What follows belongs to an exercise in optimizing a design on an open flow for small area, a short achievable clock period and few clock cycles per item; a production flow would make more cautious choices. Function was checked by simulation only, so behaviour that the tests miss may differ from the original. No activity file was given, so power comes from the tool's default toggle rates.

==> flow/design.v <==
package blend_pkg;
	typedef logic [8-1:0] channel_t;
	typedef struct packed
	{
		channel_t r;
		channel_t g;
		channel_t b;
	} rgb_t;
	typedef logic [12-1:0] pixel_addr_t;
	typedef struct packed
	{
		pixel_addr_t addr;   
		rgb_t rgb;           
		channel_t alpha;     
		logic last;          
	} src_entry_t;
	typedef struct packed
	{
		pixel_addr_t addr;   
		rgb_t rgb;           
		logic last;          
	} res_entry_t;
endpackage
module alpha_blend_csa
#(
	parameter int W = 16
)
(
	input logic [W-1:0] x,
	input logic [W-1:0] y,
	input logic [W-1:0] z,
	output logic [W-1:0] s,
	output logic [W-1:0] c
);
	logic [W-1:0] m;
	assign s = x ^ y ^ z;
	assign m = (x & y) | (x & z) | (y & z);
	assign c = {m[W-2:0], 1'b0};
endmodule
module alpha_blend_sum
(
	input logic [7:0] s,
	input logic [7:0] d,
	input logic [7:0] a,
	output logic [15:0] n0,
	output logic [15:0] n1
);
	logic [15:0] r [8];
	logic [15:0] l1s0, l1c0, l1s1, l1c1;
	logic [15:0] l2s0, l2c0, l2s1, l2c1;
	logic [15:0] l3s, l3c;
	always_comb
		for (int k = 0; k < 8; k++)
			r[k] = 16'(a[k] ? s : d) << k;
	alpha_blend_csa c10 (.x(r[0]), .y(r[1]), .z(r[2]), .s(l1s0), .c(l1c0));
	alpha_blend_csa c11 (.x(r[3]), .y(r[4]), .z(r[5]), .s(l1s1), .c(l1c1));
	alpha_blend_csa c20 (.x(l1s0), .y(l1c0), .z(l1s1), .s(l2s0), .c(l2c0));
	alpha_blend_csa c21 (.x(l1c1), .y(r[6]), .z(r[7]), .s(l2s1), .c(l2c1));
	alpha_blend_csa c30 (.x(l2s0), .y(l2c0), .z(l2s1), .s(l3s), .c(l3c));
	alpha_blend_csa c40 (.x(l3s), .y(l3c), .z(l2c1), .s(n0), .c(n1));
endmodule
module alpha_blend_div
(
	input logic [15:0] n0,
	input logic [15:0] n1,
	output logic [7:0] q
);
	logic [23:0] x0, x1, x2, x3;
	logic [23:0] as0, ac0, bs0, bc0;
	logic [23:0] t;
	assign x0 = {n0, 8'd0};
	assign x1 = {n1, 8'd0};
	assign x2 = {8'd0, n0};
	assign x3 = {8'd0, n1} + 24'd257;
	alpha_blend_csa #(.W(24)) ca (.x(x0), .y(x1), .z(x2), .s(as0), .c(ac0));
	alpha_blend_csa #(.W(24)) cb (.x(as0), .y(ac0), .z(x3), .s(bs0), .c(bc0));
	assign t = bs0 + bc0;
	assign q = t[23:16];
endmodule
module alpha_compositor
(
	input logic clk,
	input logic reset,
	input logic src_valid,
	output logic src_ready,
	input blend_pkg::pixel_addr_t src_addr,
	input blend_pkg::channel_t src_r,
	input blend_pkg::channel_t src_g,
	input blend_pkg::channel_t src_b,
	input blend_pkg::channel_t src_a,
	input logic src_last,
	output logic wb_cyc,
	output logic wb_stb,
	output logic wb_we,
	output blend_pkg::pixel_addr_t wb_adr,
	output blend_pkg::rgb_t wb_dat_w,
	input blend_pkg::rgb_t wb_dat_r,
	input logic wb_ack,
	output logic frame_done
);
	logic busy;
	logic wlast;        
	logic bv;
	logic [23:0] b_s;
	logic [7:0] b_a;
	logic [23:0] b_d;
	logic [11:0] b_addr;
	logic b_last;
	logic [2:0] k1;     
	logic [2:0] s1t;
	logic [15:0] s1n0;
	logic [15:0] s1n1;
	logic rdy;          
	logic hz;           
	logic rd_ack;
	logic wr_ack;
	logic free;
	logic wb_free;
	logic pv;
	logic b_done;
	logic issue_r;
	logic issue_w;
	logic load_b;
	logic s1v;
	logic s1_take;
	logic s1_load;
	logic [7:0] ch_s;
	logic [7:0] ch_d;
	logic [15:0] ch_n0;
	logic [15:0] ch_n1;
	logic [7:0] ch_q;
	assign wb_cyc = busy;
	assign wb_stb = busy;
	assign src_ready = rdy;
	assign rd_ack = busy && !wb_we && wb_ack;
	assign wr_ack = busy && wb_we && wb_ack;
	assign free = !busy || wr_ack;
	assign wb_free = !(busy && wb_we) || wb_ack;
	assign pv = src_valid && !rdy;
	assign b_done = bv && (k1 == 3'd0);
	assign issue_r = free && pv;
	assign issue_w = (rd_ack && bv) || (free && !pv && b_done);
	assign load_b = rd_ack && !hz;
	assign s1v = (s1t != 3'd0);
	assign s1_take = s1v && wb_free;
	assign s1_load = (k1 != 3'd0) && (!s1v || s1_take);
	assign ch_s = b_s[23:16];
	assign ch_d = b_d[23:16];
	alpha_blend_sum sum_u (.s(ch_s), .d(ch_d), .a(b_a), .n0(ch_n0), .n1(ch_n1));
	alpha_blend_div div_u (.n0(s1n0), .n1(s1n1), .q(ch_q));
	always_ff @(posedge clk)
	begin
		if (!reset)
		begin
			busy <= 1'b0;
			bv <= 1'b0;
			k1 <= 3'd0;
			s1t <= 3'd0;
			rdy <= 1'b0;
			hz <= 1'b0;
			frame_done <= 1'b0;
		end
		else
		begin
			frame_done <= wr_ack && wlast;
			rdy <= load_b;
			hz <= bv && (src_addr == b_addr);
			if (issue_r || issue_w)
				busy <= 1'b1;
			else if (wb_ack)
				busy <= 1'b0;
			if (load_b)
				bv <= 1'b1;
			else if (issue_w)
				bv <= 1'b0;
			if (load_b)
				k1 <= 3'b001;
			else if (s1_load)
				k1 <= {k1[1:0], 1'b0};
			if (s1_load)
				s1t <= k1;
			else if (s1_take)
				s1t <= 3'd0;
		end
	end
	always_ff @(posedge clk)
	begin
		if (issue_r)
		begin
			wb_we <= 1'b0;
			wb_adr <= src_addr;
		end
		else if (issue_w)
		begin
			wb_we <= 1'b1;
			wb_adr <= b_addr;
			wlast <= b_last;
		end
		if (rd_ack)
			b_d <= wb_dat_r;
		else if (s1_load)
			b_d <= {b_d[15:0], 8'd0};
		if (load_b)
		begin
			b_s <= {src_r, src_g, src_b};
			b_a <= src_a;
			b_addr <= src_addr;
			b_last <= src_last;
		end
		else if (s1_load)
			b_s <= {b_s[15:0], 8'd0};
		if (s1_load)
		begin
			s1n0 <= ch_n0;
			s1n1 <= ch_n1;
		end
		if (s1_take && s1t[0])
			wb_dat_w[23:16] <= ch_q;
		if (s1_take && s1t[1])
			wb_dat_w[15:8] <= ch_q;
		if (s1_take && s1t[2])
			wb_dat_w[7:0] <= ch_q;
	end
endmodule
Settings: LEC_CHECK=0, CAP_MARGIN=20, CORE_MARGIN=2, CORE_UTILIZATION=40, CTS_BUF_LIST=sky130_fd_sc_hd__clkbuf_4 sky130_fd_sc_hd__clkbuf_8, SETUP_SLACK_MARGIN=5, SLEW_MARGIN=20, TNS_END_PERCENT=0; clock period 8.0 ns.
standard.sh (not shown) runs the stock make flow with config.mk's settings and CLKGATE_MAP_FILE= SYNTH_SCRIPT=/design/flow/synth_recipe.tcl, a recipe that flattens the netlist after the stock synthesis.
==> flow/flow/run.sh <==
#!/bin/bash
# Standard layout, with the port buffers the standard flow's flow inserts made from
# the smallest plain buffer; repair still resizes any that timing needs.
set -euo pipefail
export BUFFER_PORTS_ARGS="-buffer_cell sky130_fd_sc_hd__buf_1"
bash standard.sh > standard_flow.log 2>&1
The starting point ran to the end with no violations.
Testbench counts at the start, summed over its fixed seeds: cycles 34,519, pixels 5,905.
Rerun with:
==> flow/run.sh (new file) <==
#!/bin/bash
# synth_recipe.tcl (not shown) runs the flow's synth.tcl, then flattens the netlist and writes it again
# the make line also repeats each setting of config.mk as NAME=value (left out here)
make -C /OpenROAD-flow-scripts/flow DESIGN_CONFIG=/design/flow/config.mk WORK_HOME=/design/flow/orfs CLKGATE_MAP_FILE= SYNTH_SCRIPT=/design/flow/synth_recipe.tcl finish
CTS_BUF_LIST = not set   (was sky130_fd_sc_hd__clkbuf_4 sky130_fd_sc_hd__clkbuf_8)
TNS_END_PERCENT = not set   (was 0)
removed: flow/flow/run.sh
removed: flow/standard.sh
Sequential share of layout area falls by 5.2 points.
Cell area increases by 14%.
Clock-buffer cell count rose by 1.
Synthesized area stays the same.
Utilization increases by 6.6 points.
Global-route usage goes up by 1.0 points.
First-iteration DRC count fell by 1.9%.
Cell count went up by about 1.7%.
Via count climbs by about 1.9%.
Die area does not change.
Hold slack stays flat.
Rerun with:
==> flow/flow/run.sh (new file) <==
#!/bin/bash
# Standard layout, with the port buffers the standard flow's flow inserts made from
# the smallest plain buffer; repair still resizes any that timing needs.
set -euo pipefail
export BUFFER_PORTS_ARGS="-buffer_cell sky130_fd_sc_hd__buf_1"
bash standard.sh > standard_flow.log 2>&1
==> flow/standard.sh (new file) <==
#!/bin/bash
# synth_recipe.tcl (not shown) runs the flow's synth.tcl, then flattens the netlist and writes it again
# the make line also repeats each setting of config.mk as NAME=value (left out here)
make -C /OpenROAD-flow-scripts/flow DESIGN_CONFIG=/design/flow/config.mk WORK_HOME=/design/flow/orfs CLKGATE_MAP_FILE= SYNTH_SCRIPT=/design/flow/synth_recipe.tcl "${@:-finish}"
removed: flow/run.sh
After rerunning: The new run passed the timing, design-rule and antenna checks; global-route usage drops by 0.41 points; fmax hardly moves; power drops by a few percent; cell area drops by a little under a tenth; wire length drops by a few percent; sequential share of layout area climbs by 3.2 points; via count drops slightly.
Rerun with:
TNS_END_PERCENT = 0   (was not set)
Worst setup slack degrades by 0.052 ns.
Synthesized cell count stays the same.
Total power shrinks by about 4.5%.
Register-to-register slack gets worse by 0.05 ns.
Maximum frequency went down by about 1.6%.
Sequential share of layout area came out higher by 1.2 points.
First-iteration DRC count went down by 17%.
Clock skew went up by 0.0057 ns.
Wire length falls by 3.3%.
Sequential power barely changes.
Sequential cell count does not change.

[separate check: timing with driven ports]
Ports are ideal in the flow. The routed layouts listed here were re-timed in OpenROAD. Step 1 assumes that a clkbuf_16 drives the clock port and a buf_2 every other input. Step 2, shift: input delay + t, output delay - t, t = (earliest + latest rising clock arrival at the registers) / 2. This alone moves slack from input paths to output paths. Three values: ideal, step 1, step 2; two values: the first two.
run	t (ns)	setup slack, ns	worst hold slack (ns)	worst setup path at the end	worst register clock-pin slew, ns
the first run	0.488	4.837 / 4.837 / 4.447	0.422 / 0.422 / 0.422	input to register	0.09 / 0.09
the second run	0.463	4.817 / 4.817 / 4.667	0.424 / 0.424 / 0.424	input to register	0.06 / 0.06
the third run	0.455	4.817 / 4.817 / 4.685	0.421 / 0.421 / 0.421	input to register	0.07 / 0.07
the fourth run	0.459	4.765 / 4.765 / 4.458	0.429 / 0.429 / 0.429	input to register	0.07 / 0.07
After both steps setup and hold are still met in every run listed. The setup slack of the first run, which loses most, moves by 0.000 ns with the drivers and by -0.390 ns with both steps.
